Source: an optimization exercise on an open RTL-to-GDS flow (aim: small area, a short achievable clock period and few clock cycles per item). Production flows keep margins and buffers that such runs may drop. Function was checked by simulation only, so behaviour that the tests miss may differ from the original.

--- flow/config.mk ---
export PLATFORM = sky130hd
export DESIGN_NAME = aes_block_encrypt_unit
export DESIGN_NICKNAME = aes_block_encrypt_unit
export VERILOG_FILES = /design/flow/design.v
export SDC_FILE = /design/flow/constraint.sdc
export NUM_CORES = 8
export LEC_CHECK = 0
export ABC_AREA = 1
export CAP_MARGIN = 20
export CORE_MARGIN = 2
export CORE_UTILIZATION = 50
export PLACE_DENSITY = 0.65
export SETUP_SLACK_MARGIN = 1.5
export SLEW_MARGIN = 20
--- flow/constraint.sdc ---
create_clock -name core_clock -period 7.0 [get_ports {clk}]
set_input_delay 1.4000 -clock core_clock [delete_from_list [all_inputs] [get_ports {clk}]]
set_output_delay 1.4000 -clock core_clock [all_outputs]
set_load 0.01 [all_outputs]
--- flow/design.v ---
package aes_pkg;
	localparam int KeyWordsMax = 60;
	localparam int KeyWordsIdxW = 6;
	localparam logic [1:0] KEY_SIZE_128 = 2'd0;
	localparam logic [1:0] KEY_SIZE_192 = 2'd1;
	localparam logic [1:0] KEY_SIZE_256 = 2'd2;
	localparam logic [2:0] CFG_KEY_SIZE = 3'd0;
	localparam logic [2:0] CFG_KEY_PART0 = 3'd1;
	localparam logic [2:0] CFG_KEY_PART1 = 3'd2;
	localparam logic [2:0] CFG_KEY_PART2 = 3'd3;
	localparam logic [2:0] CFG_KEY_PART3 = 3'd4;
	function automatic logic [7:0] sbox(input logic [7:0] x);
		logic U0, U1, U2, U3, U4, U5, U6, U7;
		logic T1, T2, T3, T4, T5, T6, T7, T8, T9, T10, T11, T12, T13, T14, T15, T16;
		logic T17, T18, T19, T20, T21, T22, T23, T24, T25, T26, T27, M1, M2, M3, M4, M5;
		logic M6, M7, M8, M9, M10, M11, M12, M13, M14, M15, M16, M17, M18, M19, M20, M21;
		logic M22, M23, M24, M25, M26, M27, M28, M29, M30, M31, M32, M33, M34, M35, M36, M37;
		logic M38, M39, M40, M41, M42, M43, M44, M45, M46, M47, M48, M49, M50, M51, M52, M53;
		logic M54, M55, M56, M57, M58, M59, M60, M61, M62, M63, L0, L1, L2, L3, L4, L5;
		logic L6, L7, L8, L9, L10, L11, L12, L13, L14, L15, L16, L17, L18, L19, L20, L21;
		logic L22, L23, L24, L25, L26, L27, L28, L29, S0, S1, S2, S3, S4, S5, S6, S7;
		{U0, U1, U2, U3, U4, U5, U6, U7} = x;
		T1 = U0 ^ U3;
		T2 = U0 ^ U5;
		T3 = U0 ^ U6;
		T4 = U3 ^ U5;
		T5 = U4 ^ U6;
		T6 = T1 ^ T5;
		T7 = U1 ^ U2;
		T8 = U7 ^ T6;
		T9 = U7 ^ T7;
		T10 = T6 ^ T7;
		T11 = U1 ^ U5;
		T12 = U2 ^ U5;
		T13 = T3 ^ T4;
		T14 = T6 ^ T11;
		T15 = T5 ^ T11;
		T16 = T5 ^ T12;
		T17 = T9 ^ T16;
		T18 = U3 ^ U7;
		T19 = T7 ^ T18;
		T20 = T1 ^ T19;
		T21 = U6 ^ U7;
		T22 = T7 ^ T21;
		T23 = T2 ^ T22;
		T24 = T2 ^ T10;
		T25 = T20 ^ T17;
		T26 = T3 ^ T16;
		T27 = T1 ^ T12;
		M1 = T13 & T6;
		M2 = T23 & T8;
		M3 = T14 ^ M1;
		M4 = T19 & U7;
		M5 = M4 ^ M1;
		M6 = T3 & T16;
		M7 = T22 & T9;
		M8 = T26 ^ M6;
		M9 = T20 & T17;
		M10 = M9 ^ M6;
		M11 = T1 & T15;
		M12 = T4 & T27;
		M13 = M12 ^ M11;
		M14 = T2 & T10;
		M15 = M14 ^ M11;
		M16 = M3 ^ M2;
		M17 = M5 ^ T24;
		M18 = M8 ^ M7;
		M19 = M10 ^ M15;
		M20 = M16 ^ M13;
		M21 = M17 ^ M15;
		M22 = M18 ^ M13;
		M23 = M19 ^ T25;
		M24 = M22 ^ M23;
		M25 = M22 & M20;
		M26 = M21 ^ M25;
		M27 = M20 ^ M21;
		M28 = M23 ^ M25;
		M29 = M28 & M27;
		M30 = M26 & M24;
		M31 = M20 & M23;
		M32 = M27 & M31;
		M33 = M27 ^ M25;
		M34 = M21 & M22;
		M35 = M24 & M34;
		M36 = M24 ^ M25;
		M37 = M21 ^ M29;
		M38 = M32 ^ M33;
		M39 = M23 ^ M30;
		M40 = M35 ^ M36;
		M41 = M38 ^ M40;
		M42 = M37 ^ M39;
		M43 = M37 ^ M38;
		M44 = M39 ^ M40;
		M45 = M42 ^ M41;
		M46 = M44 & T6;
		M47 = M40 & T8;
		M48 = M39 & U7;
		M49 = M43 & T16;
		M50 = M38 & T9;
		M51 = M37 & T17;
		M52 = M42 & T15;
		M53 = M45 & T27;
		M54 = M41 & T10;
		M55 = M44 & T13;
		M56 = M40 & T23;
		M57 = M39 & T19;
		M58 = M43 & T3;
		M59 = M38 & T22;
		M60 = M37 & T20;
		M61 = M42 & T1;
		M62 = M45 & T4;
		M63 = M41 & T2;
		L0 = M61 ^ M62;
		L1 = M50 ^ M56;
		L2 = M46 ^ M48;
		L3 = M47 ^ M55;
		L4 = M54 ^ M58;
		L5 = M49 ^ M61;
		L6 = M62 ^ L5;
		L7 = M46 ^ L3;
		L8 = M51 ^ M59;
		L9 = M52 ^ M53;
		L10 = M53 ^ L4;
		L11 = M60 ^ L2;
		L12 = M48 ^ M51;
		L13 = M50 ^ L0;
		L14 = M52 ^ M61;
		L15 = M55 ^ L1;
		L16 = M56 ^ L0;
		L17 = M57 ^ L1;
		L18 = M58 ^ L8;
		L19 = M63 ^ L4;
		L20 = L0 ^ L1;
		L21 = L1 ^ L7;
		L22 = L3 ^ L12;
		L23 = L18 ^ L2;
		L24 = L15 ^ L9;
		L25 = L6 ^ L10;
		L26 = L7 ^ L9;
		L27 = L8 ^ L10;
		L28 = L11 ^ L14;
		L29 = L11 ^ L17;
		S0 = L6 ^ L24;
		S1 = ~(L16 ^ L26);
		S2 = ~(L19 ^ L28);
		S3 = L6 ^ L21;
		S4 = L20 ^ L22;
		S5 = L25 ^ L29;
		S6 = ~(L13 ^ L27);
		S7 = ~(L6 ^ L23);
		sbox = {S0, S1, S2, S3, S4, S5, S6, S7};
	endfunction
	function automatic logic [31:0] sub_word(input logic [31:0] w);
		sub_word = {sbox(w[31:24]), sbox(w[23:16]), sbox(w[15:8]), sbox(w[7:0])};
	endfunction
	function automatic logic [7:0] xtime(input logic [7:0] x);
		xtime = {x[6:0], 1'b0} ^ (x[7] ? 8'h1b : 8'h00);
	endfunction
	function automatic logic [3:0] key_nk(input logic [1:0] ks);
		logic [3:0] r;
		case (ks)
			2'd0: r = 4'd4;
			2'd1: r = 4'd6;
			default: r = 4'd8;
		endcase
		key_nk = r;
	endfunction
	function automatic logic [3:0] key_nr(input logic [1:0] ks);
		logic [3:0] r;
		case (ks)
			2'd0: r = 4'd10;
			2'd1: r = 4'd12;
			default: r = 4'd14;
		endcase
		key_nr = r;
	endfunction
endpackage
import aes_pkg::*;
module aes_round (
	input  logic [127:0] state_in,
	input  logic [127:0] round_key,
	input  logic [127:0] load_data,
	input  logic         load,
	input  logic         last,
	output logic [127:0] state_out
);
	logic [7:0] s [0:15];
	logic [7:0] ta [0:15];  
	logic [7:0] tg [0:15];  
	logic [7:0] all;
	logic keep, mix;
	always_comb begin
		keep = !load;
		mix = !load && !last;
		for (int i = 0; i < 16; i++) s[i] = state_in[127 - 8*i -: 8];
		for (int c = 0; c < 4; c++)
			for (int r = 0; r < 4; r++) begin
				ta[c*4 + r] = aes_pkg::sbox(s[((c + r) % 4)*4 + r]);
				tg[c*4 + r] = ta[c*4 + r] & {8{mix}};
				ta[c*4 + r] = ta[c*4 + r] & {8{keep}};
			end
		for (int c = 0; c < 4; c++) begin
			all = tg[c*4] ^ tg[c*4+1] ^ tg[c*4+2] ^ tg[c*4+3];
			for (int r = 0; r < 4; r++)
				state_out[127 - 8*(c*4+r) -: 8] = ta[c*4+r] ^ all
					^ aes_pkg::xtime(tg[c*4+r] ^ tg[c*4+(r+1)%4])
					^ round_key[127 - 8*(c*4+r) -: 8]
					^ (load_data[127 - 8*(c*4+r) -: 8] & {8{load}});
		end
	end
endmodule
import aes_pkg::*;
module aes_key_expand (
	input  logic [255:0] win,
	input  logic [31:0]  sin,
	input  logic         m128,
	input  logic         m192,
	input  logic         ph1,       
	input  logic         ph2,       
	input  logic         odd,       
	input  logic [7:0]   rcon,
	input  logic         step,      
	input  logic [255:0] kload,
	input  logic [31:0]  sload,
	output logic [255:0] wout,
	output logic [31:0]  sout
);
	logic [31:0] w [0:7];
	logic [31:0] q [0:7];
	logic [7:0] g;
	logic [31:0] sb, sbr, rc, p0, p1, p2, p3, a0, a1, qs;
	logic m256, gs, rot_next;
	always_comb begin
		for (int i = 0; i < 8; i++) w[i] = win[255 - 32*i -: 32];
		m256 = !m128 && !m192;
		sb = aes_pkg::sub_word(sin);
		rc = (m256 && odd) ? 32'h0 : {rcon, 24'h0};
		p0 = w[0] ^ rc;
		p1 = p0 ^ w[1];
		p2 = p1 ^ w[2];
		p3 = p2 ^ w[3];
		a0 = w[0] ^ w[5];
		a1 = a0 ^ w[1];
		if (m128) begin
			q[0] = p0; q[1] = p1; q[2] = p2; q[3] = p3;
			q[4] = p0; q[5] = p1; q[6] = p2; q[7] = p3;
			g = 8'hff;
		end else if (m192) begin
			q[0] = w[4]; q[1] = w[5];
			if (ph1) begin
				q[2] = a0; q[3] = a1; q[4] = w[2] ^ rc; q[5] = w[2] ^ w[3] ^ rc;
				g = 8'b00001100;
			end else if (ph2) begin
				q[2] = a0; q[3] = a1; q[4] = a1 ^ w[2]; q[5] = a1 ^ w[2] ^ w[3];
				g = 8'b00000000;
			end else begin
				q[2] = p0; q[3] = p1; q[4] = p2; q[5] = p3;
				g = 8'b00111100;
			end
			q[6] = p2; q[7] = p3;
		end else begin
			q[0] = w[4]; q[1] = w[5]; q[2] = w[6]; q[3] = w[7];
			q[4] = p0; q[5] = p1; q[6] = p2; q[7] = p3;
			g = 8'b00001111;
		end
		if (!step) begin
			for (int i = 0; i < 8; i++) q[i] = kload[255 - 32*i -: 32];
			g = 8'h00;
		end
		for (int i = 0; i < 8; i++) wout[255 - 32*i -: 32] = q[i] ^ (sb & {32{g[7-i]}});
		if (m192 && !ph1 && !ph2) begin
			qs = w[4] ^ w[5] ^ p3; gs = 1'b1;
		end else if (m192) begin
			qs = a1 ^ w[2] ^ w[3]; gs = 1'b0;
		end else begin
			qs = p3; gs = 1'b1;
		end
		rot_next = !(m256 && !odd);
		if (rot_next) begin
			qs = {qs[23:0], qs[31:24]};
			sbr = {sb[23:0], sb[31:24]};
		end else begin
			sbr = sb;
		end
		if (!step) begin
			qs = sload; gs = 1'b0;
		end
		sout = qs ^ (sbr & {32{gs}});
	end
endmodule
import aes_pkg::*;
module aes_block_encrypt_unit (
	input  logic        clk,
	input  logic        arst_n,
	input  logic        start,
	output logic        busy,
	input  logic [63:0] plaintext_high,
	input  logic [63:0] plaintext_low,
	output logic        done,
	output logic [63:0] ciphertext_high,
	output logic [63:0] ciphertext_low,
	input  logic        cfg_we,
	input  logic [2:0]  cfg_index,
	input  logic [63:0] cfg_data
);
	logic [1:0] key_size_q, key_size_d;
	logic [63:0] key_part_q [0:3];
	logic [63:0] key_part_d [0:3];
	logic busy_q, done_q;
	logic [3:0] rnd_q, g_nr;
	logic [7:0] rcon_q;
	logic ph1_q, ph2_q, odd_q;
	logic [255:0] win_q, win_step;
	logic [31:0] sin_q, sin_step, sin_load;
	logic [127:0] st_q, rnd_out;
	logic accept, last, stepping, m128, m192, rot_used;
	assign g_nr = aes_pkg::key_nr(key_size_q);
	assign m128 = (key_size_q == 2'd0);
	assign m192 = (key_size_q == 2'd1);
	assign accept = start && !busy_q;
	assign last = busy_q && (rnd_q == g_nr);
	assign stepping = accept || (busy_q && !last);
	assign rot_used = m128 || (m192 ? !ph2_q : !odd_q);
	assign busy = busy_q;
	assign done = done_q;
	aes_key_expand u_kx (
		.win(win_q), .sin(sin_q), .m128(m128), .m192(m192), .ph1(ph1_q), .ph2(ph2_q),
		.odd(odd_q), .rcon(rcon_q), .step(stepping),
		.kload({key_part_d[0], key_part_d[1], key_part_d[2], key_part_d[3]}), .sload(sin_load),
		.wout(win_step), .sout(sin_step)
	);
	aes_round u_round (
		.state_in(st_q), .round_key(win_q[255:128]), .load_data({plaintext_high, plaintext_low}),
		.load(accept), .last(last), .state_out(rnd_out)
	);
	always_comb begin
		for (int i = 0; i < 4; i++)
			key_part_d[i] = (cfg_we && cfg_index == 3'(i + 1)) ? cfg_data : key_part_q[i];
		key_size_d = (cfg_we && cfg_index == CFG_KEY_SIZE) ? cfg_data[1:0] : key_size_q;
		case (key_size_d)
			2'd0: sin_load = key_part_d[1][31:0];
			2'd1: sin_load = key_part_d[2][31:0];
			default: sin_load = key_part_d[3][31:0];
		endcase
		sin_load = {sin_load[23:0], sin_load[31:24]};
	end
	always_ff @(posedge clk or negedge arst_n) begin
		if (!arst_n) begin
			key_size_q <= KEY_SIZE_128;
			for (int i = 0; i < 4; i++) key_part_q[i] <= '0;
			busy_q <= 1'b0;
			done_q <= 1'b0;
			rnd_q <= '0;
			rcon_q <= 8'h01;
			ph1_q <= 1'b0;
			ph2_q <= 1'b0;
			odd_q <= 1'b0;
			win_q <= '0;
			sin_q <= '0;
		end else begin
			key_size_q <= key_size_d;
			for (int i = 0; i < 4; i++) key_part_q[i] <= key_part_d[i];
			done_q <= last;
			if (accept) begin
				busy_q <= 1'b1;
				rnd_q <= 4'd1;
			end else if (last) begin
				busy_q <= 1'b0;
				rnd_q <= 4'd0;
			end else if (busy_q) begin
				rnd_q <= rnd_q + 4'd1;
			end
			win_q <= win_step;
			sin_q <= sin_step;
			if (stepping) begin
				if (rot_used) rcon_q <= aes_pkg::xtime(rcon_q);
				ph1_q <= !ph1_q && !ph2_q;
				ph2_q <= ph1_q;
				odd_q <= !odd_q;
			end else begin
				rcon_q <= 8'h01;
				ph1_q <= 1'b0;
				ph2_q <= 1'b0;
				odd_q <= 1'b0;
			end
		end
	end
	always_ff @(posedge clk) st_q <= rnd_out;
	assign ciphertext_high = st_q[127:64];
	assign ciphertext_low = st_q[63:0];
endmodule
--- flow/run.sh ---
#!/bin/bash
# synth_recipe.tcl (not shown) runs the flow's synth.tcl, then flattens the netlist and writes it again
# the make line also repeats each setting of config.mk as NAME=value (left out here)
make -C /OpenROAD-flow-scripts/flow DESIGN_CONFIG=/design/flow/config.mk WORK_HOME=/design/flow/orfs CLKGATE_MAP_FILE= SYNTH_SCRIPT=/design/flow/synth_recipe.tcl finish
==> out/metrics.csv, run 1 <==
stage,metric,value,unit
outcome,status,no timing/DRC/antenna violations,
cells_and_area,fraction of layout cells with a size suffix above 1,7.07,%
global_routing,largest net degree at the start of global routing,152,
critical_path,crit end category,register,
yosys,Synth Area in Compound Gates,8.07,%
worst_hold_path,Hold WC Path Type,register to register,
placed_design,dpl hpwl,288000,um
worst_hold_path,HP Start,key_part_q[0][46]$_DFF_PN0_,
drt,DR iter-0 viols,11100,
sta,post-layout min period,5.25,ns
yosys,yosys warns,10,
drt,ANT nets after route,0,
cells_and_area,post-route cell area,89000,um2
floorplanning,I/O Pins,329,
sta,fmax,0.190,GHz
critical_path,CP Buf/Inv Count,3,
sta,Slew HR,16.3,%
yosys,post-synthesis mux area share,0.139,%
clocking,htree depth,3,
yosys,xor-xnor portion of the synthesized cell area,15.6,%
clocking,Hold Buf Count CTS,0,
yosys,post-synth top area share,28.1,%
yosys,register bit total from synthesis,691,
drt,TritonRoute pass-1 iters,9,
yosys,largest family of logic cells by synthesized area,simple AND/OR/NAND/NOR gates,
drt,DR vias/cell,5.82,
critical_path,CP Max Fanout,6,
global_routing,vias in the first global route,84800,
critical_path,crit path DAT,5.81,ns
clocking,Max clock buf depth,3,
critical_path,CP Class,register to register,
floorplanning,Horiz. Die Dim,402,um
cells_and_area,Layout Nets,14000,
critical_path,cell family with most CP delay,simple AND/OR/NAND/NOR gates,
sta,Slew @ Worst Pin,1.25,ns
floorplanning,Die Footprint,162000,um2
yosys,Syn Inst Count,13600,
sta,TNS Setup,0,ns
clocking,CTS sink count,691,
yosys,post-synthesis cell area,79300,um2
critical_path,Reg-to-Reg Start,st_q[109]$_DFF_P_,
placed_design,Post-DP Area,84400,um2
drt,routed wire length,364000,um
cells_and_area,area grow syn2layout,12.3,%
cells_and_area,"commonest cells after routing, fill and taps aside","nand2_1, nand3_1, inv_1",
clocking,root buffer cell,clkbuf_16,
sta,Max Slew Vio Count,0,
yosys,Synth area leaders,"nand2_1, dfrtp_1, nand3_1, xor2_1, inv_1",
global_routing,grt ovf,0,
yosys,Synth Area in Adders,0.647,%
placed_design,Port Buffers,328,
clocking,clock buffer count from CTS,84,
yosys,Post-synth top flop,dfrtp_1,
flow_run,MaxCap Viol Count,0,
clocking,CTS tree,yes,
yosys,post-synth cell types,71,
critical_path,slowest CP cell,dfxtp_4,
drt,routed len/inst,22.9,um
yosys,largest area contributor in the netlist,nand2_1,
sta,RSZ-0062 raised after global routing,true,
floorplanning,Site Rows,146,
drt,vias,92800,
global_routing,antenna violations before repair,27,
sta,final setup fails,0,
global_routing,first-pass GRT wire length,527000,um
global_routing,Global Route Usage Sum,43.2,%
critical_path,worst stage delay on the critical path,0.39,ns
critical_path,Startpoint Class,register,
yosys,Post-synth ARST share,81.5,%
yosys,Simple-Gate Fraction of Synth Area,45.6,%
yosys,Post-synth EDFFs,0,
yosys,Post-Synthesis Net Count,13800,
critical_path,"most used cell, CP",nand2_1,
cells_and_area,"most common cell after layout, fill and taps aside",nand2_1,
sta,Clock Skew,0.0604,ns
floorplanning,height of the die,402,um
critical_path,crit path launch,st_q[109]$_DFF_P_,
critical_path,Required @ worst endpoint,7.56,ns
floorplanning,initial core utilization,50.2,%
yosys,Mean Syn Cell Area,5.83,um2
clocking,clock latency on the worst-skew pair,0.77,ns
clocking,CTS clock-pin slew for the worst setup and hold paths,0.07,ns
drt,DRC,0,
yosys,sequential cell area fraction in the yosys report,21.0,%
floorplanning,core area,158000,um2
sta,Final Hold Fails,0,
placed_design,gpl congestion,1.07,
sta,period utilization,75.0,%
[cells by family after synthesis]
| logic type | count (synthesis) |
|---|---|
| AOI/OAI and AO/OA | 1048 |
| xor gates and xnor gates | 1344 |
| adders and majority gates | 41 |
| buffers and inverters | 1811 |
| DFF | 691 |
| muxes | 11 |
| and+or+nand+nor | 8658 |
[final cells by class]
cell class,count,area (um2)
Fill cell,15800,68800
Tap cell,2072,2590
Multi-Input combinational cell,11100,56800
Antenna cell,49,123
Clock buffer,114,2320
Sequential cell,691,16900
Inverter,1428,5370
Timing Repair Buffer,435,4250
Clock inverter,40,598
[metal layers]
metal  routed length (um)  global-route usage [%]  vias up
met1               136000                    52.8    43000
met3                43200                    11.4     1174
met4                31300                    31.6       18
met5                  116                       0        -
li1                     -                       -    43400
met2               154000                    65.4     5212
[path summary, 6_finish.rpt]
path / endpoint / slack (ns) / depth (start not counted)
max: st_q[41]$_DFF_P_ / 1.75 / 31
min: key_part_q[0][46]$_DFF_PN0_ / 0.48 / 2
max reg2reg: st_q[41]$_DFF_P_ / 1.75 / 31
min reg2reg: key_part_q[0][46]$_DFF_PN0_ / 0.48 / 2
max in group asynchronous: rnd_q[3]$_DFFE_PN0P_ / 4.88 / 2
min in group asynchronous: sin_q[15]$_DFF_PN0_ / 0.63 / 1
[worst register-to-register path, delay by kind of cell (launching register included)]
| kind | cells | cell delay [ns] |
|---|---|---|
| and+or+nand+nor | 23 | 3.22 |
| buffers and inverters | 3 | 0.32 |
| xor gates and xnor gates | 4 | 0.83 |
| DFF | 1 | 0.39 |
| adders and majority gates | 1 | 0.31 |
[Yosys cell counts (all sizes together) (4+ instances only)]
cell,instances
nand2,6094
nand3,1690
inv,1423
xor2,809
nor2,600
dfrtp,562
xnor2,534
o21ai,515
clkbuf,263
nand4,145
a21oi,142
dfxtp,128
o221ai,124
buf,120
o211ai,77
nand3b,66
o22ai,66
or2,50
ha,41
a221oi,32
o2111ai,21
a22oi,20
a31oi,15
mux2i,11
and2,9
a21o,5
clkinv,5
a211oi,4
[state kept, by name, indices dropped and copies added, names as in the netlist, 2 cells and up]
register	cells
rcon_q	8
rnd_q	4
key_part_q	256
win_q	256
st_q	128
sin_q	32
key_size_q	2
[metrics by stage]
| stage | utilization (%) | setup WS, ns | hold slack (ns) | cells |
|---|---|---|---|---|
| floorplan | - | 2.78 | 0.427 | 13600 |
| global placement | 53.5 | 0.974 | 0.454 | 15700 |
| detailed placement | 53.5 | 0.923 | 0.458 | 15700 |
| CTS | 55.5 | 1.50 | 0.475 | 15900 |
| global route | 56.4 | 1.42 | 0.508 | 15900 |
| finish | 56.4 | 1.75 | 0.476 | 15900 |
[what timing repair did]
| action | 4_1_cts | 5_1_grt |
|---|---|---|
| pin swaps | 0 | 16 |
| gates resized for setup | 51 | 327 |
| setup endpoints to repair | 29 | 175 |
| buffers inserted | 0 | 10 |
| endpoints found under the hold margin | 0 | 0 |
Testbench counts, summed over its fixed seeds: cycles 30,296, blocks 2,304.
==> inputs of run 2 (changes only) <==
==> flow/flow/run.sh (new file) <==
#!/bin/bash
# Layout flow: the standard flow (standard synthesis, floorplan, placement, CTS, routing)
# with one change: the buffers that placement puts on every input and output port are
# sky130_fd_sc_hd__buf_1 instead of the buffer_ports default pick (clkdlybuf4s50_1).
# The make output goes to standard_flow.log; each ORFS step keeps its own log under orfs/logs.
set -euo pipefail
bash standard.sh "BUFFER_PORTS_ARGS=-buffer_cell sky130_fd_sc_hd__buf_1" finish > standard_flow.log 2>&1
==> flow/standard.sh (new file) <==
#!/bin/bash
# synth_recipe.tcl (not shown) runs the flow's synth.tcl, then flattens the netlist and writes it again
# the make line also repeats each setting of config.mk as NAME=value (left out here)
make -C /OpenROAD-flow-scripts/flow DESIGN_CONFIG=/design/flow/config.mk WORK_HOME=/design/flow/orfs CLKGATE_MAP_FILE= SYNTH_SCRIPT=/design/flow/synth_recipe.tcl "${@:-finish}"
--- a/flow/config.mk
+++ b/flow/config.mk
@@ -10,5 +10,5 @@
 export CORE_MARGIN = 2
 export CORE_UTILIZATION = 50
 export PLACE_DENSITY = 0.65
-export SETUP_SLACK_MARGIN = 1.5
+export SETUP_SLACK_MARGIN = 2.0
 export SLEW_MARGIN = 20
removed: flow/run.sh
==> out/metrics.csv, run 2 <==
stage,metric,value,unit,change
yosys,Synth area leaders,"nand2_1, dfrtp_1, nand3_1, xor2_1, inv_1",,
floorplanning,initial core utilization,50.2,%,unchanged
yosys,Post-synth EDFFs,0,,unchanged
critical_path,crit path DAT,5.65,ns,-0.16 ns
cells_and_area,"commonest cells after routing, fill and taps aside","nand2_1, nand3_1, inv_1",,
placed_design,Port Buffers,328,,unchanged
cells_and_area,Top Registers,"key_part_q (256), win_q (256), st_q (128)",,
critical_path,Worst Reg-to-Reg Cells,16,,-48%
sta,fmax,0.195,GHz,+2.5%
cells_and_area,fill count,15800,,-0.45%
drt,routed len/inst,22.9,um,+0.11%
cells_and_area,Layout Nets,14100,,+0.84%
yosys,"count leader, synth",nand2_1,,
worst_hold_path,HP Start,key_part_q[0][55]$_DFF_PN0_,,
worst_hold_path,hold endpoint,key_part_q[0][55]$_DFF_PN0_,,
yosys,post-synth cell types,71,,unchanged
drt,DRC,0,,unchanged
drt,ANT nets after route,0,,unchanged
sta,Slew HR,12.3,%,-4.0 points
yosys,yosys warns,10,,unchanged
floorplanning,Horiz. Die Dim,402,um,unchanged
critical_path,CP Max Fanout,27,,+21
yosys,Post-synth ARST share,81.5,%,unchanged
floorplanning,I/O Pins,329,,unchanged
clocking,CTS sink count,691,,unchanged
sta,final setup fails,0,,unchanged
clocking,CTS clock-pin slew for the worst setup and hold paths,0.06,ns,about the same
global_routing,grt ovf,0,,unchanged
clocking,CTS tree,yes,,
cells_and_area,area grow syn2layout,15.0,%,
yosys,post-synthesis cell area,79300,um2,unchanged
critical_path,Reg-to-Reg Start,key_size_q[1]$_DFF_PN0_,,
placed_design,gpl congestion,1.04,,-2.3%
drt,DR iter-0 viols,10800,,-2.3%
global_routing,largest net degree at the start of global routing,155,,+2.0%
yosys,post-synth top area share,28.1,%,unchanged
global_routing,Global Route Usage Sum,43.0,%,-0.13 points
global_routing,antenna violations before repair,40,,+48%
floorplanning,core area,158000,um2,unchanged
sta,Slew @ Worst Pin,1.31,ns,+0.0601 ns
drt,routed wire length,367000,um,+0.73%
yosys,Post-synth top flop,dfrtp_1,,
cells_and_area,fraction of layout cells with a size suffix above 1,11.6,%,+4.5 points
clocking,clock latency on the worst-skew pair,0.75,ns,-0.02 ns
critical_path,reg2reg setup slack,1.88,ns,+0.13 ns
flow_run,MaxCap Viol Count,0,,unchanged
drt,vias,93800,,+1.1%
clocking,Max clock buf depth,3,,unchanged
floorplanning,Site Rows,146,,unchanged
critical_path,Crit Reg-Reg Endpoint,st_q[115]$_DFF_P_,,
sta,RSZ-0062 raised after global routing,true,,
yosys,Syn Inst Count,13600,,unchanged
clocking,clock buffer count from CTS,85,,+1.2%
critical_path,Startpoint Class,register,,
global_routing,vias in the first global route,84100,,-0.79%
sta,Clock Skew,0.0645,ns,+0.00419 ns
worst_hold_path,Hold Crit Depth,2,,unchanged
clocking,Hold Buf Count CTS,0,,unchanged
outcome,status,no timing/DRC/antenna violations,,
cells_and_area,"most common cell after layout, fill and taps aside",nand2_1,,
yosys,register bit total from synthesis,691,,unchanged
clocking,htree depth,3,,unchanged
placed_design,dpl hpwl,288000,um,about the same
sta,Final Hold Fails,0,,unchanged
sta,Max Slew Vio Count,0,,unchanged
drt,TritonRoute pass-1 iters,9,,unchanged
sta,post-layout min period,5.12,ns,-0.129 ns
floorplanning,Die Footprint,162000,um2,unchanged
worst_hold_path,Hold WC Path Type,register to register,,
critical_path,CP Class,register to register,,
yosys,largest area contributor in the netlist,nand2_1,,
clocking,root buffer cell,clkbuf_16,,
sta,TNS Setup,0,ns,unchanged
yosys,Post-Synthesis Net Count,13800,,unchanged
sta,period utilization,73.2,%,-1.8 points
critical_path,crit end category,register,,
sta,Hold Slack,0.479,ns,+0.00317 ns
critical_path,Required @ worst endpoint,7.53,ns,-0.03 ns
yosys,synth cell count leaders,"nand2_1, nand3_1, inv_1, xor2_1, dfrtp_1",,
yosys,sequential cell area fraction in the yosys report,21.0,%,unchanged
drt,DR vias/cell,5.85,,+0.45%
yosys,Mean Syn Cell Area,5.83,um2,unchanged
global_routing,first-pass GRT wire length,525000,um,-0.50%
floorplanning,height of the die,402,um,unchanged
-- run 2: kinds of logic (layout without fill, tap and decap cells) --
family / count (synthesis) / in the layout / share of synthesized area [%]
and+or+nand+nor: 8658 / 8658 / 45.6
buffers and inverters: 1811 / 2133 / 8.96
xor gates and xnor gates: 1344 / 1344 / 15.6
AOI/OAI and AO/OA: 1048 / 1048 / 8.07
DFF: 691 / 691 / 21.0
adders and majority gates: 41 / 41 / 0.647
muxes: 11 / 11 / 0.139
other: 0 / 32 / 0
-- run 2: how the worst max path moves through the flow --
stage	startpoint	endpoint	slack, ns	cells after the start
after floorplan	st_q[81]$_DFF_P_	st_q[99]$_DFF_P_	2.78	30
final	key_size_q[1]$_DFF_PN0_	st_q[115]$_DFF_P_	1.88	16
after CTS	st_q[86]$_DFF_P_	st_q[115]$_DFF_P_	1.89	31
after global routing	st_q[85]$_DFF_P_	st_q[115]$_DFF_P_	1.81	31
after detailed placement	st_q[41]$_DFF_P_	st_q[115]$_DFF_P_	0.90	29
after global placement	st_q[86]$_DFF_P_	st_q[115]$_DFF_P_	0.90	30
-- run 2: worst max-delay path, stage by stage (launching register included) --
cell	delay, ns
dfrtp_2	0.66
buf_4	0.66
nor2_4	0.16
a211oi_1	0.28
o21a_1	0.69
nor2_4	0.10
inv_2	0.63
buf_4	0.46
nor2_1	0.11
nand2_2	0.11
nand3_1	0.13
nand2_1	0.12
nand2_1	0.05
nand2_1	0.09
nand2_1	0.07
nand2_2	0.11
xor2_4	0.44
-- run 2: metrics by stage --
step	cells	util [%]	setup WS [ns]	cell area, um2
3_5_place_dp	15700	52.2	0.896	82400
4_1_cts	15900	55.0	1.89	86800
6_report	16000	57.8	1.88	91200
2_1_floorplan	13600	-	2.78	79300
3_3_place_gp	15700	52.2	0.898	82400
5_1_grt	16000	57.7	1.81	91100
-- run 2: what timing repair did --
item	CTS	global route
cloned	0	0
gates resized for setup	322	786
endpoints found under the setup margin	145	300
pin swaps	12	106
buffers inserted	11	113
-- run 2: metal layers --
metal | vias to the layer above | GRT usage (%) | wire [um]
li1 | 43600 | - | -
met1 | 43400 | 52.5 | 137000
met2 | 5402 | 65.5 | 154000
met3 | 1291 | 11.1 | 42600
met4 | 30 | 31.5 | 33000
met5 | - | 0 | 246
-- run 2: cell type report --
cell class                      count  area (um2)  area share [%]
Antenna cell                       32        80.1          0.0878
Clock buffer                      112        2370            2.60
Clock inverter                     42         692           0.759
Inverter                         1428        5380            5.91
Multi-Input combinational cell  11100       59900            65.8
Sequential cell                   691       17000            18.7
Tap cell                         2072        2590            2.84
Timing Repair Buffer              551        3060            3.36
==> inputs of run 3 (changes only) <==
==> flow/flow/run.sh (replaced) <==
#!/bin/bash
# Layout flow: the standard flow with two changes:
# - synthesis maps with ABC's area script using "dch -f" (full choice computation) instead of
#   "dch"; the rest of synthesis, and so every register, is unchanged;
# - the buffers placement puts on every input and output port are sky130_fd_sc_hd__buf_1.
# The make output goes to standard_flow.log; each ORFS step keeps its own log under orfs/logs.
set -euo pipefail
mkdir -p scripts_mod
cp -r "$FLOW_HOME"/scripts/. scripts_mod/
sed -i 's/^dch$/dch -f/' scripts_mod/abc_area.script
bash standard.sh "SCRIPTS_DIR=$PWD/scripts_mod" "BUFFER_PORTS_ARGS=-buffer_cell sky130_fd_sc_hd__buf_1" finish > standard_flow.log 2>&1
==> out/metrics.csv, run 3 <==
stage,metric,value,unit,change
sta,fmax,0.206,GHz,+5.6%
yosys,register bit total from synthesis,691,,unchanged
clocking,clock buffer count from CTS,87,,+2.4%
drt,DRC,0,,unchanged
global_routing,vias in the first global route,80000,,-4.9%
critical_path,CP Max Fanout,5,,-81%
global_routing,GR peak layer,met2,,
critical_path,reg2reg setup slack,2.15,ns,+0.27 ns
floorplanning,I/O Pins,329,,unchanged
floorplanning,Die Footprint,160000,um2,-1.2%
yosys,Post-synth top flop,dfrtp_1,,
critical_path,Critical Path Sink,st_q[43]$_DFF_P_,,
cells_and_area,fin util,58.0,%,+0.27 points
critical_path,Startpoint Class,register,,
cells_and_area,Top Registers,"key_part_q (256), win_q (256), st_q (128)",,
global_routing,Global Route Usage Sum,42.2,%,-0.81 points
critical_path,worst stage delay on the critical path,0.36,ns,-0.33 ns
worst_hold_path,Hold WC Path Type,register to register,,
cells_and_area,fill count,15400,,-2.3%
yosys,Synth area leaders,"nand2_1, dfrtp_1, xor2_1, nand3_1, xnor2_1",,
floorplanning,core area,156000,um2,-1.3%
cells_and_area,fraction of layout cells with a size suffix above 1,13.4,%,+1.8 points
clocking,CTS sink count,691,,unchanged
critical_path,Reg-to-Reg Start,st_q[109]$_DFF_P_,,
global_routing,antenna violations before repair,32,,-20%
critical_path,Worst Reg-to-Reg Cells,33,,+17
floorplanning,Horiz. Die Dim,400,um,-0.59%
clocking,Max clock buf depth,3,,unchanged
floorplanning,initial core utilization,50.3,%,about the same
global_routing,M1 GR Usage,53.6,%,+1.1 points
global_routing,grt ovf,0,,unchanged
yosys,Post-Synthesis Net Count,13300,,-3.9%
global_routing,first-pass GRT wire length,505000,um,-3.7%
critical_path,crit end category,register,,
global_routing,largest net degree at the start of global routing,174,,+12%
cells_and_area,Layout Nets,13600,,-3.5%
yosys,post-synthesis cell area,78300,um2,-1.2%
yosys,Post-synth ARST share,81.5,%,unchanged
cells_and_area,"most common cell after layout, fill and taps aside",nand2_1,,
critical_path,slowest CP cell,dfxtp_1,,
global_routing,M2 GR Usage,63.6,%,-1.9 points
placed_design,gpl congestion,1.05,,+0.49%
floorplanning,height of the die,400,um,-0.59%
yosys,Post-synth EDFFs,0,,unchanged
sta,RSZ-0062 raised after global routing,true,,
placed_design,Port Buffers,328,,unchanged
flow_run,MaxCap Viol Count,0,,unchanged
critical_path,CP Class,register to register,,
critical_path,crit path DAT,5.51,ns,-0.14 ns
sta,Clock Skew,0.0468,ns,-0.0177 ns
outcome,status,no timing/DRC/antenna violations,,
floorplanning,Site Rows,145,,-0.68%
clocking,clock latency on the worst-skew pair,0.75,ns,about the same
yosys,Syn Inst Count,13100,,-4.0%
global_routing,GR Util met3,10.7,%,-0.38 points
drt,DR vias/cell,5.74,,-1.8%
clocking,Hold Buf Count CTS,0,,unchanged
sta,Max Slew Vio Count,0,,unchanged
drt,TritonRoute pass-1 iters,6,,-3
yosys,post-synth top area share,26.5,%,-1.6 points
sta,Worst Slack Setup Final,2.15,ns,+0.270 ns
critical_path,Crit Reg-Reg Endpoint,st_q[43]$_DFF_P_,,
critical_path,crit path launch,st_q[109]$_DFF_P_,,
cells_and_area,area grow syn2layout,15.5,%,
clocking,htree depth,3,,unchanged
yosys,"count leader, synth",nand2_1,,
sta,TNS Setup,0,ns,unchanged
yosys,Mean Syn Cell Area,6.00,um2,+2.9%
sta,Hold Slack,0.499,ns,+0.0193 ns
placed_design,post-place setup slack,0.901,ns,+0.00455 ns
critical_path,"most used cell, CP",nand2_1,,
sta,post-layout min period,4.85,ns,-0.270 ns
yosys,synth cell count leaders,"nand2_1, nand3_1, inv_1, xor2_1, dfrtp_1",,
drt,routed wire length,352000,um,-4.1%
placed_design,dpl hpwl,276000,um,-4.0%
drt,ANT nets after route,0,,unchanged
yosys,largest area contributor in the netlist,nand2_1,,
yosys,post-synth cell types,67,,-5.6%
sta,Final Hold Fails,0,,unchanged
critical_path,Required @ worst endpoint,7.66,ns,+0.13 ns
cells_and_area,"commonest cells after routing, fill and taps aside","nand2_1, nand3_1, inv_1",,
sta,Slew HR,20.1,%,+7.8 points
drt,DR iter-0 viols,9382,,-13%
drt,routed len/inst,22.7,um,-0.84%
sta,period utilization,69.3,%,-3.9 points
yosys,sequential cell area fraction in the yosys report,21.3,%,+0.25 points
clocking,CTS tree,yes,,
sta,Slew @ Worst Pin,1.20,ns,-0.112 ns
sta,final setup fails,0,,unchanged
yosys,yosys warns,10,,unchanged
clocking,root buffer cell,clkbuf_16,,
drt,vias,89000,,-5.0%
clocking,CTS clock-pin slew for the worst setup and hold paths,0.06,ns,about the same
==> run 3: layout make-up <==
cell class                      count  area, um2  share of cell area [%]
Inverter                         1282       4840                    5.35
Antenna cell                       15       37.5                  0.0415
Timing Repair Buffer              591       3370                    3.73
Tap cell                         2058       2570                    2.85
Clock buffer                      120       2510                    2.78
Clock inverter                     41        502                   0.555
Multi-Input combinational cell  10700      59600                    65.9
Sequential cell                   691      17000                    18.8
==> run 3: worst min-delay path by stage <==
stage                                 from                          end  slack, ns  cells after the start
4_1_cts        key_part_q[3][63]$_DFF_PN0_  key_part_q[3][63]$_DFF_PN0_       0.50                      2
3_5_place_dp   key_part_q[3][63]$_DFF_PN0_  key_part_q[3][63]$_DFF_PN0_       0.48                      2
3_3_place_gp   key_part_q[3][63]$_DFF_PN0_  key_part_q[3][63]$_DFF_PN0_       0.48                      2
6_report       key_part_q[1][57]$_DFF_PN0_  key_part_q[1][57]$_DFF_PN0_       0.50                      2
2_1_floorplan              odd_q$_DFF_PN0_              odd_q$_DFF_PN0_       0.43                      1
5_1_grt        key_part_q[3][39]$_DFF_PN0_  key_part_q[3][39]$_DFF_PN0_       0.52                      2
==> run 3: kinds of logic after synthesis <==
family / after synthesis / synth area share, %
AOI/OAI and AO/OA: 1097 / 8.53
adders and majority gates: 41 / 0.655
and+or+nand+nor: 8068 / 43.2
xor gates and xnor gates: 1503 / 18.0
DFF: 691 / 21.3
buffers and inverters: 1658 / 8.36
muxes: 3 / 0.0383
==> run 3: metal layers <==
layer | share of wire (%) | vias up
met4 | 7.8 | 20
met2 | 42 | 4422
met1 | 39 | 41700
met3 | 11 | 1009
li1 | - | 41900
met5 | 0.032 | -
==> run 3: critical path, delay by kind of cell (launching register included) <==
kind / cells / cell delay (ns)
buffers and inverters: 7 / 0.76
xor gates and xnor gates: 5 / 1.12
adders and majority gates: 1 / 0.29
and+or+nand+nor: 20 / 2.25
DFF: 1 / 0.36
==> run 3: metrics by stage <==
step           area, um2  instances
2_1_floorplan      78300      13100
3_3_place_gp       81500      15200
3_5_place_dp       81500      15200
4_1_cts            85500      15400
5_1_grt            90400      15500
6_report           90400      15500
==> run 3: what timing repair did <==
item	CTS	global route
setup buffers	25	129
endpoints found under the hold margin	0	0
resized for setup	202	882
setup endpoints to repair	130	257
pin swaps	27	148
==> inputs of run 4 (changes only) <==
--- a/flow/design.v
+++ b/flow/design.v
@@ -228,53 +228,41 @@
 	logic [31:0] w [0:7];
 	logic [31:0] q [0:7];
 	logic [7:0] g;
-	logic [31:0] sb, sbr, rc, p0, p1, p2, p3, a0, a1, qs;
+	logic [31:0] sb, sbr, rc, e, p0, p1, p2, p3, b2, b3, qs;
 	logic m256, gs, rot_next;
 	always_comb begin
 		for (int i = 0; i < 8; i++) w[i] = win[255 - 32*i -: 32];
 		m256 = !m128 && !m192;
 		sb = aes_pkg::sub_word(sin);
 		rc = (m256 && odd) ? 32'h0 : {rcon, 24'h0};
-		p0 = w[0] ^ rc;
+		e = (m192 && (ph1 || ph2)) ? w[5] : rc;
+		p0 = w[0] ^ e;
 		p1 = p0 ^ w[1];
 		p2 = p1 ^ w[2];
 		p3 = p2 ^ w[3];
-		a0 = w[0] ^ w[5];
-		a1 = a0 ^ w[1];
+		b2 = w[2] ^ rc;
+		b3 = b2 ^ w[3];
 		if (m128) begin
 			q[0] = p0; q[1] = p1; q[2] = p2; q[3] = p3;
-			q[4] = p0; q[5] = p1; q[6] = p2; q[7] = p3;
+			q[4] = p0; q[5] = p1;
 			g = 8'hff;
 		end else if (m192) begin
-			q[0] = w[4]; q[1] = w[5];
-			if (ph1) begin
-				q[2] = a0; q[3] = a1; q[4] = w[2] ^ rc; q[5] = w[2] ^ w[3] ^ rc;
-				g = 8'b00001100;
-			end else if (ph2) begin
-				q[2] = a0; q[3] = a1; q[4] = a1 ^ w[2]; q[5] = a1 ^ w[2] ^ w[3];
-				g = 8'b00000000;
-			end else begin
-				q[2] = p0; q[3] = p1; q[4] = p2; q[5] = p3;
-				g = 8'b00111100;
-			end
-			q[6] = p2; q[7] = p3;
+			q[0] = w[4]; q[1] = w[5]; q[2] = p0; q[3] = p1;
+			q[4] = ph1 ? b2 : p2; q[5] = ph1 ? b3 : p3;
+			g = ph1 ? 8'b00001111 : (ph2 ? 8'b00000011 : 8'b00111111);
 		end else begin
 			q[0] = w[4]; q[1] = w[5]; q[2] = w[6]; q[3] = w[7];
-			q[4] = p0; q[5] = p1; q[6] = p2; q[7] = p3;
+			q[4] = p0; q[5] = p1;
 			g = 8'b00001111;
 		end
+		q[6] = p2; q[7] = p3;
 		if (!step) begin
 			for (int i = 0; i < 8; i++) q[i] = kload[255 - 32*i -: 32];
 			g = 8'h00;
 		end
 		for (int i = 0; i < 8; i++) wout[255 - 32*i -: 32] = q[i] ^ (sb & {32{g[7-i]}});
-		if (m192 && !ph1 && !ph2) begin
-			qs = w[4] ^ w[5] ^ p3; gs = 1'b1;
-		end else if (m192) begin
-			qs = a1 ^ w[2] ^ w[3]; gs = 1'b0;
-		end else begin
-			qs = p3; gs = 1'b1;
-		end
+		qs = p3 ^ ((m192 && !ph1 && !ph2) ? (w[4] ^ w[5]) : 32'h0);
+		gs = !(m192 && (ph1 || ph2));
 		rot_next = !(m256 && !odd);
 		if (rot_next) begin
 			qs = {qs[23:0], qs[31:24]};
==> flow/run.sh (new file) <==
#!/bin/bash
# synth_recipe.tcl (not shown) runs the flow's synth.tcl, then flattens the netlist and writes it again
# the make line also repeats each setting of config.mk as NAME=value (left out here)
make -C /OpenROAD-flow-scripts/flow DESIGN_CONFIG=/design/flow/config.mk WORK_HOME=/design/flow/orfs CLKGATE_MAP_FILE= SYNTH_SCRIPT=/design/flow/synth_recipe.tcl finish
removed: flow/flow/run.sh
removed: flow/standard.sh
==> out/metrics.csv, run 4 <==
stage,metric,value,unit,change
clocking,CTS sink count,691,,unchanged
critical_path,"most used cell, CP",nand2_1,,
drt,vias,92500,,+3.9%
yosys,largest area contributor in the netlist,nand2_1,,
cells_and_area,fill count,15300,,-0.60%
outcome,status,no timing/DRC/antenna violations,,
critical_path,reg2reg setup slack,2.11,ns,-0.03 ns
worst_hold_path,hold endpoint,key_part_q[0][29]$_DFF_PN0_,,
sta,Clock Skew,0.0478,ns,+0.00104 ns
drt,DR vias/cell,5.70,,-0.76%
floorplanning,I/O Pins,329,,unchanged
yosys,"count leader, synth",nand2_1,,
cells_and_area,Layout Nets,14300,,+5.1%
sta,fmax,0.205,GHz,-0.69%
floorplanning,height of the die,400,um,+0.16%
drt,ANT nets after route,0,,unchanged
yosys,post-synth cell types,64,,-4.5%
global_routing,grt ovf,0,,unchanged
critical_path,worst stage delay on the critical path,0.46,ns,+0.10 ns
cells_and_area,post-route cell area,93000,um2,+2.8%
cells_and_area,"most common cell after layout, fill and taps aside",nand2_1,,
yosys,register bit total from synthesis,691,,unchanged
cells_and_area,area grow syn2layout,18.3,%,
yosys,Synth area leaders,"nand2_1, dfrtp_1, nand3_1, xor2_1, inv_1",,
floorplanning,Die Footprint,160000,um2,+0.31%
critical_path,CP Max Fanout,7,,+2
global_routing,vias in the first global route,82500,,+3.2%
drt,routed wire length,353000,um,+0.32%
placed_design,Post-DP Area,83600,um2,+2.5%
placed_design,gpl congestion,1.07,,+1.8%
yosys,yosys warns,10,,unchanged
yosys,sequential cell area fraction in the yosys report,21.2,%,-0.067 points
clocking,clock buffer count from CTS,86,,-1.1%
yosys,synth cell count leaders,"nand2_1, nand3_1, inv_1, o21ai_0, xor2_1",,
sta,TNS Setup,0,ns,unchanged
critical_path,slowest CP cell,dfxtp_4,,
global_routing,largest net degree at the start of global routing,173,,-0.57%
flow_run,MaxCap Viol Count,0,,unchanged
global_routing,first-pass GRT wire length,507000,um,+0.47%
critical_path,Startpoint Class,register,,
yosys,post-synthesis cell area,78600,um2,+0.32%
placed_design,Inst Count DP,15900,,+4.6%
critical_path,CP Class,register to register,,
cells_and_area,Finished Layout Cells,16200,,+4.7%
clocking,root buffer cell,clkbuf_16,,
sta,Max Slew Vio Count,0,,unchanged
critical_path,crit path DAT,5.50,ns,about the same
cells_and_area,"commonest cells after routing, fill and taps aside","nand2_1, inv_1, nand3_1",,
drt,DRC,0,,unchanged
worst_hold_path,Hold Crit Depth,2,,unchanged
cells_and_area,Top Registers,"key_part_q (256), win_q (256), st_q (128)",,
yosys,Post-synth top flop,dfrtp_1,,
clocking,CTS tree,yes,,
yosys,Mean Syn Cell Area,5.70,um2,-4.9%
sta,final setup fails,0,,unchanged
placed_design,Port Buffers,328,,unchanged
worst_hold_path,Hold WC Path Type,register to register,,
yosys,Post-synth ARST share,81.5,%,unchanged
clocking,clock latency on the worst-skew pair,0.76,ns,about the same
yosys,post-synth top area share,29.6,%,+3.1 points
drt,routed len/inst,21.8,um,-4.1%
floorplanning,initial core utilization,50.3,%,about the same
drt,DR iter-0 viols,9882,,+5.3%
clocking,htree depth,3,,unchanged
floorplanning,Horiz. Die Dim,400,um,+0.16%
global_routing,Global Route Usage Sum,41.7,%,-0.55 points
sta,Slew @ Worst Pin,1.31,ns,+0.111 ns
clocking,CTS clock-pin slew for the worst setup and hold paths,0.06,ns,about the same
drt,TritonRoute pass-1 iters,10,,+4
critical_path,Worst Reg-to-Reg Cells,30,,-9.1%
yosys,Post-Synthesis Net Count,14000,,+5.4%
floorplanning,core area,156000,um2,+0.23%
clocking,Max clock buf depth,3,,unchanged
critical_path,Required @ worst endpoint,7.62,ns,-0.04 ns
worst_hold_path,HP Start,key_part_q[0][29]$_DFF_PN0_,,
sta,post-layout min period,4.89,ns,+0.0336 ns
sta,RSZ-0062 raised after global routing,true,,
sta,Hold Slack,0.493,ns,-0.00572 ns
critical_path,Reg-to-Reg Start,st_q[77]$_DFF_P_,,
floorplanning,Site Rows,145,,unchanged
sta,Slew HR,12.4,%,-7.7 points
global_routing,antenna violations before repair,36,,+13%
sta,Final Hold Fails,0,,unchanged
sta,period utilization,69.8,%,+0.48 points
placed_design,dpl hpwl,278000,um,+0.65%
critical_path,crit end category,register,,
cells_and_area,fraction of layout cells with a size suffix above 1,13.0,%,-0.45 points
yosys,Post-synth EDFFs,0,,unchanged
critical_path,Crit Reg-Reg Endpoint,st_q[16]$_DFF_P_,,
yosys,Syn Inst Count,13800,,+5.5%
cells_and_area,fin util,59.5,%,+1.5 points
==> run 4: per-layer routing <==
metal	GRT usage [%]	vias to the layer above	part of all wire, %
met5	0	-	0.029
met4	32.6	16	8.8
met3	9.34	1025	10
met2	63.7	4704	43
met1	50.7	43000	38
li1	-	43800	-
==> run 4: worst max path at each step <==
stage                      startpoint                  end  slack (ns)  cells past startpoint
finish               st_q[77]$_DFF_P_     st_q[16]$_DFF_P_        2.11                     30
global route         st_q[53]$_DFF_P_     st_q[93]$_DFF_P_        1.86                     38
CTS                  st_q[74]$_DFF_P_      st_q[7]$_DFF_P_        1.89                     34
detailed placement             cfg_we  sin_q[30]$_DFF_PN0_        0.91                     14
global placement     st_q[33]$_DFF_P_      st_q[5]$_DFF_P_        0.75                     28
floorplan           st_q[121]$_DFF_P_     st_q[96]$_DFF_P_        2.83                     34
==> run 4: final cells by class <==
cell class	count	area [um2]	area share, %
Antenna cell	37	92.6	0.0996
Clock inverter	52	648	0.697
Timing Repair Buffer	547	5130	5.52
Tap cell	2058	2570	2.77
Inverter	1543	5850	6.30
Sequential cell	691	17000	18.3
Clock buffer	108	2340	2.52
Multi-Input combinational cell	11200	59300	63.8
==> run 4: repair_timing <==
| item | CTS | global route |
|---|---|---|
| cloned | 0 | 2 |
| hold buffers | 0 | 0 |
| buffers inserted | 14 | 139 |
| pin swaps | 21 | 174 |
| setup endpoints to repair | 151 | 401 |
| gates resized for setup | 332 | 884 |
==> run 4: critical path, delay by kind of cell (launching register included) <==
kind / cells / cell delay, ns
xor+xnor: 6 / 1.36
fa+ha+maj: 1 / 0.24
buf+inv: 2 / 0.16
flops: 1 / 0.46
simple gates: 21 / 2.49
==> run 4: logic make-up after synthesis <==
| kind of cell | Yosys count | share of synthesized area, % |
|---|---|---|
| and+or+nand+nor | 8944 | 47.6 |
| buffers and inverters | 1896 | 9.43 |
| xor gates and xnor gates | 1113 | 13.2 |
| AOI/OAI and AO/OA | 1076 | 7.60 |
| DFF | 691 | 21.2 |
| adders and majority gates | 41 | 0.653 |
| muxes | 20 | 0.276 |
==> run 4: metrics by stage <==
stage	setup WS (ns)
6_report	2.11
5_1_grt	1.86
4_1_cts	1.89
3_5_place_dp	0.909
3_3_place_gp	0.750
2_1_floorplan	2.83
Testbench counts of run 4, summed over its fixed seeds: cycles 30,296, blocks 2,304.
==> inputs of run 5 (changes only) <==
--- a/flow/config.mk
+++ b/flow/config.mk
@@ -8,7 +8,7 @@
 export ABC_AREA = 1
 export CAP_MARGIN = 20
 export CORE_MARGIN = 2
-export CORE_UTILIZATION = 50
-export PLACE_DENSITY = 0.65
+export CORE_UTILIZATION = 60
+export PLACE_DENSITY = 0.72
 export SETUP_SLACK_MARGIN = 2.0
 export SLEW_MARGIN = 20
==> out/metrics.csv, run 5 <==
stage,metric,value,unit,change
sta,period utilization,71.3,%,+1.4 points
global_routing,antenna violations before repair,36,,unchanged
yosys,Synth area leaders,"nand2_1, dfrtp_1, nand3_1, xor2_1, inv_1",,
sta,Slew @ Worst Pin,1.24,ns,-0.0746 ns
placed_design,Inst Count DP,15600,,-2.0%
sta,Slew HR,17.7,%,+5.3 points
sta,Hold Slack,0.498,ns,+0.00523 ns
sta,RSZ-0062 raised after global routing,true,,
critical_path,Worst Reg-to-Reg Cells,36,,+20%
placed_design,post-place setup slack,0.594,ns,-0.315 ns
placed_design,dpl hpwl,270000,um,-3.0%
sta,TNS Setup,0,ns,unchanged
critical_path,critical path cell sequence,clkdlybuf4s50_1 -> inv_1 -> nor2_2 -> nand2_1 -> nand2_1 -> o21ai_1 -> inv_1 -> buf_4 -> nor2_1 -> buf_4 -> clkinv_1 -> buf_4 -> o221ai_1 -> o21ai_0 -> inv_1 -> nand2_1 -> nand2_1,,
drt,ANT nets after route,0,,unchanged
global_routing,largest net degree at the start of global routing,258,,+49%
clocking,root buffer cell,clkbuf_16,,
sta,fmax,0.200,GHz,-2.0%
critical_path,worst stage delay on the critical path,0.55,ns,+0.09 ns
yosys,Post-synth EDFFs,0,,unchanged
critical_path,CP Buf/Inv Count,8,,+6
sta,Final Hold Fails,0,,unchanged
critical_path,reg2reg setup slack,2.05,ns,-0.06 ns
sta,Max Slew Vio Count,0,,unchanged
floorplanning,Die Footprint,134000,um2,-17%
yosys,Post-synth top flop,dfrtp_1,,
cells_and_area,"commonest cells after routing, fill and taps aside","nand2_1, inv_1, nand3_1",,
yosys,register bit total from synthesis,691,,unchanged
floorplanning,height of the die,366,um,-8.6%
drt,DR vias/cell,6.15,,+8.0%
global_routing,Global Route Usage Sum,50.2,%,+8.5 points
yosys,sequential cell area fraction in the yosys report,21.2,%,unchanged
placed_design,gpl congestion,1.14,,+6.6%
critical_path,Required @ worst endpoint,7.60,ns,-0.02 ns
cells_and_area,Top Registers,"key_part_q (256), win_q (256), st_q (128)",,
drt,routed len/inst,22.7,um,+4.4%
clocking,clock latency on the worst-skew pair,0.74,ns,-0.02 ns
drt,DRC,0,,unchanged
flow_run,MaxCap Viol Count,0,,unchanged
floorplanning,Site Rows,132,,-9.0%
sta,Worst Slack Setup Final,2.01,ns,-0.101 ns
clocking,CTS tree,yes,,
global_routing,vias in the first global route,89100,,+7.9%
yosys,Post-synth ARST share,81.5,%,unchanged
sta,post-layout min period,4.99,ns,+0.101 ns
placed_design,Port Buffers,328,,unchanged
cells_and_area,Finished Layout Cells,15900,,-2.0%
critical_path,CP Max Fanout,23,,+16
critical_path,CP Class,input port to register,,
critical_path,slowest CP cell,o21ai_0,,
clocking,CTS clock-pin slew for the worst setup and hold paths,0.06,ns,about the same
yosys,post-synthesis cell area,78600,um2,unchanged
drt,TritonRoute pass-1 iters,14,,+4
worst_hold_path,Hold Crit Depth,2,,unchanged
sta,final setup fails,0,,unchanged
drt,routed wire length,361000,um,+2.3%
critical_path,Reg-to-Reg Start,st_q[22]$_DFF_P_,,
clocking,htree depth,3,,unchanged
worst_hold_path,hold endpoint,key_part_q[0][59]$_DFF_PN0_,,
cells_and_area,post-route cell area,92800,um2,-0.16%
placed_design,Post-DP Area,83100,um2,-0.49%
global_routing,grt ovf,0,,unchanged
floorplanning,initial core utilization,60.6,%,+10 points
cells_and_area,area grow syn2layout,18.1,%,
drt,vias,97900,,+5.9%
yosys,yosys warns,10,,unchanged
clocking,Max clock buf depth,3,,unchanged
outcome,status,no timing/DRC/antenna violations,,
critical_path,crit end category,register,,
floorplanning,Horiz. Die Dim,366,um,-8.6%
yosys,Mean Syn Cell Area,5.70,um2,unchanged
floorplanning,core area,130000,um2,-17%
yosys,largest area contributor in the netlist,nand2_1,,
yosys,Syn Inst Count,13800,,unchanged
critical_path,"most used cell, CP",nand2_1,,
critical_path,crit path DAT,5.59,ns,+0.09 ns
cells_and_area,fill count,10600,,-31%
critical_path,Startpoint Class,input port,,
yosys,post-synth top area share,29.6,%,unchanged
global_routing,first-pass GRT wire length,519000,um,+2.4%
cells_and_area,Layout Nets,14300,,+0.098%
sta,Clock Skew,0.0292,ns,-0.0187 ns
critical_path,cell family with most CP delay,buffers and inverters,,
cells_and_area,fraction of layout cells with a size suffix above 1,13.3,%,+0.34 points
yosys,Post-Synthesis Net Count,14000,,unchanged
drt,DR iter-0 viols,15300,,+55%
floorplanning,I/O Pins,329,,unchanged
cells_and_area,"most common cell after layout, fill and taps aside",nand2_1,,
clocking,Hold Buf Count CTS,0,,unchanged
clocking,CTS sink count,691,,unchanged
worst_hold_path,HP Start,key_part_q[0][59]$_DFF_PN0_,,
cells_and_area,fin util,71.6,%,+12 points
yosys,synth cell count leaders,"nand2_1, nand3_1, inv_1, o21ai_0, xor2_1",,
clocking,clock buffer count from CTS,80,,-7.0%
yosys,post-synth cell types,64,,unchanged
worst_hold_path,Hold WC Path Type,register to register,,
yosys,"count leader, synth",nand2_1,,
critical_path,Crit Reg-Reg Endpoint,st_q[63]$_DFF_P_,,
run 5: cell counts after synthesis:
No cell type changed its count.
run 5: metal layers:
layer | share of wire [%] | vias to the layer above | track usage, % | wire, um
li1 | - | 43800 | - | -
met1 | 33 | 44200 | 55.7 | 119000
met2 | 40 | 7378 | 74.5 | 146000
met3 | 15 | 2534 | 19.7 | 53300
met4 | 12 | 32 | 44.2 | 43100
met5 | 0.093 | - | 0.677 | 335
run 5: worst max path at each step:
| stage | from | endpoint | slack, ns | cells after the start |
|---|---|---|---|---|
| 2_1_floorplan | st_q[121]$_DFF_P_ | st_q[96]$_DFF_P_ | 2.83 | 34 |
| 3_3_place_gp | st_q[112]$_DFF_P_ | st_q[5]$_DFF_P_ | 0.63 | 36 |
| 3_5_place_dp | st_q[112]$_DFF_P_ | st_q[2]$_DFF_P_ | 0.59 | 37 |
| 4_1_cts | st_q[112]$_DFF_P_ | st_q[2]$_DFF_P_ | 1.90 | 37 |
| 5_1_grt | st_q[22]$_DFF_P_ | st_q[63]$_DFF_P_ | 1.79 | 36 |
| 6_report | cfg_we | sin_q[25]$_DFF_PN0_ | 2.01 | 17 |
run 5: area by class of cell:
| type | count | area [um2] | share of cell area [%] |
|---|---|---|---|
| clock inverters | 39 | 632 | 0.681 |
| inverters | 1543 | 5860 | 6.31 |
| well taps | 1742 | 2180 | 2.35 |
| clock buffers | 108 | 2280 | 2.46 |
| multi-input cells | 11200 | 59500 | 64.1 |
| diodes | 25 | 62.6 | 0.0674 |
| repair buffers | 568 | 5290 | 5.70 |
| flip-flops and latches | 691 | 17000 | 18.3 |
run 5: kinds of logic (layout without fill, tap and decap cells):
family | after synthesis | after routing | share of synthesized area, %
xor gates and xnor gates | 1113 | 1113 | 13.2
muxes | 20 | 20 | 0.276
and+or+nand+nor | 8944 | 8945 | 47.6
adders and majority gates | 41 | 41 | 0.653
buffers and inverters | 1896 | 2258 | 9.43
other | 0 | 25 | 0
DFF | 691 | 691 | 21.2
AOI/OAI and AO/OA | 1076 | 1076 | 7.60
run 5: worst min-delay path, stage by stage (launching register included):
cell	delay, ns
dfrtp_1	0.32
nand2_1	0.05
o21ai_0	0.08
run 5: repair_timing:
item | in CTS | in global routing
pin swaps | 28 | 179
gates resized for setup | 337 | 945
gates cloned | 0 | 1
setup endpoints to repair | 169 | 365
buffers inserted | 28 | 148
==> inputs of run 6 (changes only) <==
--- a/flow/config.mk
+++ b/flow/config.mk
@@ -8,7 +8,8 @@
 export ABC_AREA = 1
 export CAP_MARGIN = 20
 export CORE_MARGIN = 2
-export CORE_UTILIZATION = 60
-export PLACE_DENSITY = 0.72
+export CORE_UTILIZATION = 50
+export CTS_BUF_LIST = sky130_fd_sc_hd__clkbuf_4 sky130_fd_sc_hd__clkbuf_8
+export PLACE_DENSITY = 0.65
 export SETUP_SLACK_MARGIN = 2.0
 export SLEW_MARGIN = 20
==> out/metrics.csv, run 6 <==
stage,metric,value,unit,change
outcome,status,no timing/DRC/antenna violations,,
yosys,Synth area leaders,"nand2_1, dfrtp_1, nand3_1, xor2_1, inv_1",,
yosys,post-synth cell types,64,,unchanged
yosys,synth cell count leaders,"nand2_1, nand3_1, inv_1, o21ai_0, xor2_1",,
yosys,"count leader, synth",nand2_1,,
floorplanning,Horiz. Die Dim,400,um,+9.4%
cells_and_area,"most common cell after layout, fill and taps aside",nand2_1,,
clocking,clock latency on the worst-skew pair,0.95,ns,+0.21 ns
clocking,CTS sink count,691,,unchanged
sta,Slew @ Worst Pin,1.30,ns,+0.0683 ns
cells_and_area,Layout Nets,14400,,+0.38%
clocking,Max clock buf depth,3,,unchanged
critical_path,cell family with most CP delay,simple AND/OR/NAND/NOR gates,,
yosys,sequential cell area fraction in the yosys report,21.2,%,unchanged
cells_and_area,"commonest cells after routing, fill and taps aside","nand2_1, inv_1, nand3_1",,
critical_path,"most used cell, CP",nand2_1,,
drt,DRC,0,,unchanged
critical_path,worst stage delay on the critical path,0.47,ns,-0.08 ns
clocking,root buffer cell,clkbuf_8,,
sta,fmax,0.202,GHz,+0.95%
yosys,post-synth top area share,29.6,%,unchanged
critical_path,Worst Reg-to-Reg Cells,36,,unchanged
drt,ANT nets after route,0,,unchanged
global_routing,first-pass GRT wire length,507000,um,-2.5%
cells_and_area,post-route cell area,93100,um2,+0.28%
global_routing,Global Route Usage Sum,41.6,%,-8.5 points
global_routing,grt ovf,0,,unchanged
yosys,Mean Syn Cell Area,5.70,um2,unchanged
yosys,post-synthesis cell area,78600,um2,unchanged
sta,Hold Slack,0.431,ns,-0.0675 ns
==> run 6: cell counts after synthesis <==
No cell type changed its count.
==> run 6: worst max path at each step <==
stage                            startpoint             endpoint  slack [ns]  cells after the start
final                      st_q[33]$_DFF_P_      st_q[7]$_DFF_P_        2.06                     36
after global routing       st_q[33]$_DFF_P_      st_q[7]$_DFF_P_        1.78                     36
after CTS                 st_q[103]$_DFF_P_     st_q[80]$_DFF_P_        1.98                     29
after detailed placement             cfg_we  sin_q[30]$_DFF_PN0_        0.91                     14
after global placement     st_q[33]$_DFF_P_      st_q[5]$_DFF_P_        0.75                     28
after floorplan           st_q[121]$_DFF_P_     st_q[96]$_DFF_P_        2.83                     34
==> run 6: kinds of logic after synthesis <==
family                     share of synthesized area (%)
and+or+nand+nor                                     47.6
xor gates and xnor gates                            13.2
AOI/OAI and AO/OA                                   7.60
adders and majority gates                          0.653
buffers and inverters                               9.43
DFF                                                 21.2
muxes                                              0.276
==> run 6: final cells by class <==
class / count / area (um2) / share of cell area, %
Antenna cell: 31 / 77.6 / 0.0834
Inverter: 1543 / 5860 / 6.29
Sequential cell: 691 / 17000 / 18.3
Timing Repair Buffer: 567 / 5280 / 5.67
Multi-Input combinational cell: 11200 / 59100 / 63.5
Clock buffer: 201 / 2550 / 2.74
Clock inverter: 40 / 582 / 0.625
Tap cell: 2058 / 2570 / 2.77
==> run 6: per-stage QoR <==
stage	std cells	utilization [%]
2_1_floorplan	13800	-
3_3_place_gp	15900	53.5
3_5_place_dp	15900	53.5
4_1_cts	16100	56.4
5_1_grt	16300	59.6
6_report	16300	59.6
==> run 6: layer usage <==
layer | part of all wire, % | up-vias | global-route usage [%]
met4 | 9.4 | 20 | 32.6
met5 | 0.035 | - | 0
met2 | 43 | 4700 | 63.6
met3 | 10 | 1116 | 10.4
met1 | 38 | 42800 | 50.1
li1 | - | 43900 | -
==> run 6: timing repair <==
| action | CTS | global route |
|---|---|---|
| pin swaps | 20 | 131 |
| resized for setup | 357 | 831 |
| setup buffers | 17 | 157 |
| cloned | 0 | 1 |
| hold buffers | 0 | 0 |
| endpoints found under the setup margin | 148 | 387 |
==> run 6: worst reg2reg max path, delay by kind of cell (launching register included) <==
| kind | cells | cell delay [ns] |
|---|---|---|
| and+or+nand+nor | 24 | 2.22 |
| DFF | 1 | 0.47 |
| adders and majority gates | 1 | 0.25 |
| buffers and inverters | 6 | 0.83 |
| xor gates and xnor gates | 4 | 0.83 |
| AOI/OAI and AO/OA | 1 | 0.11 |

==> port drivers added, routing unchanged <==
The results above use ideal ports. As a check the final layouts listed here were re-extracted and re-timed, cells and wires unchanged.
Step 1 assumes that a clkbuf_16 drives the clock port and a buf_2 every other input.
Step 2 moves the port delays by t, midway between the first and last clock arrival at a register: inputs arrive t later, outputs are due t later. That takes back most of the time a late clock gives input paths.
Slacks: ideal ports / drivers / drivers and shift; pairs: ideal ports / drivers.
run | t (ns) | setup slack, ns | worst hold slack (ns) | worst setup path after step 2 | latest minus earliest clock arrival (ns)
run 1 | 0.825 | 1.748 / 1.748 / 1.411 | 0.476 / 0.476 / 0.476 | input to register | 0.060 / 0.061
run 2 | 0.810 | 1.877 / 1.877 / 1.697 | 0.479 / 0.479 / 0.479 | input to register | 0.065 / 0.065
run 3 | 0.820 | 2.147 / 2.147 / 2.126 | 0.499 / 0.499 / 0.499 | input to register | 0.048 / 0.048
run 4 | 0.821 | 2.113 / 2.113 / 1.570 | 0.493 / 0.493 / 0.493 | input to register | 0.052 / 0.052
run 5 | 0.823 | 2.012 / 2.052 / 1.259 | 0.498 / 0.498 / 0.498 | input to register | 0.031 / 0.031
run 6 | 1.006 | 2.059 / 2.059 / 1.140 | 0.431 / 0.389 / 0.488 | input to register | 0.071 / 0.071
After both steps every run listed still meets setup and hold. For run 6, which loses most, drivers alone change the setup slack by 0.000 ns; drivers and shift together by -0.919 ns.
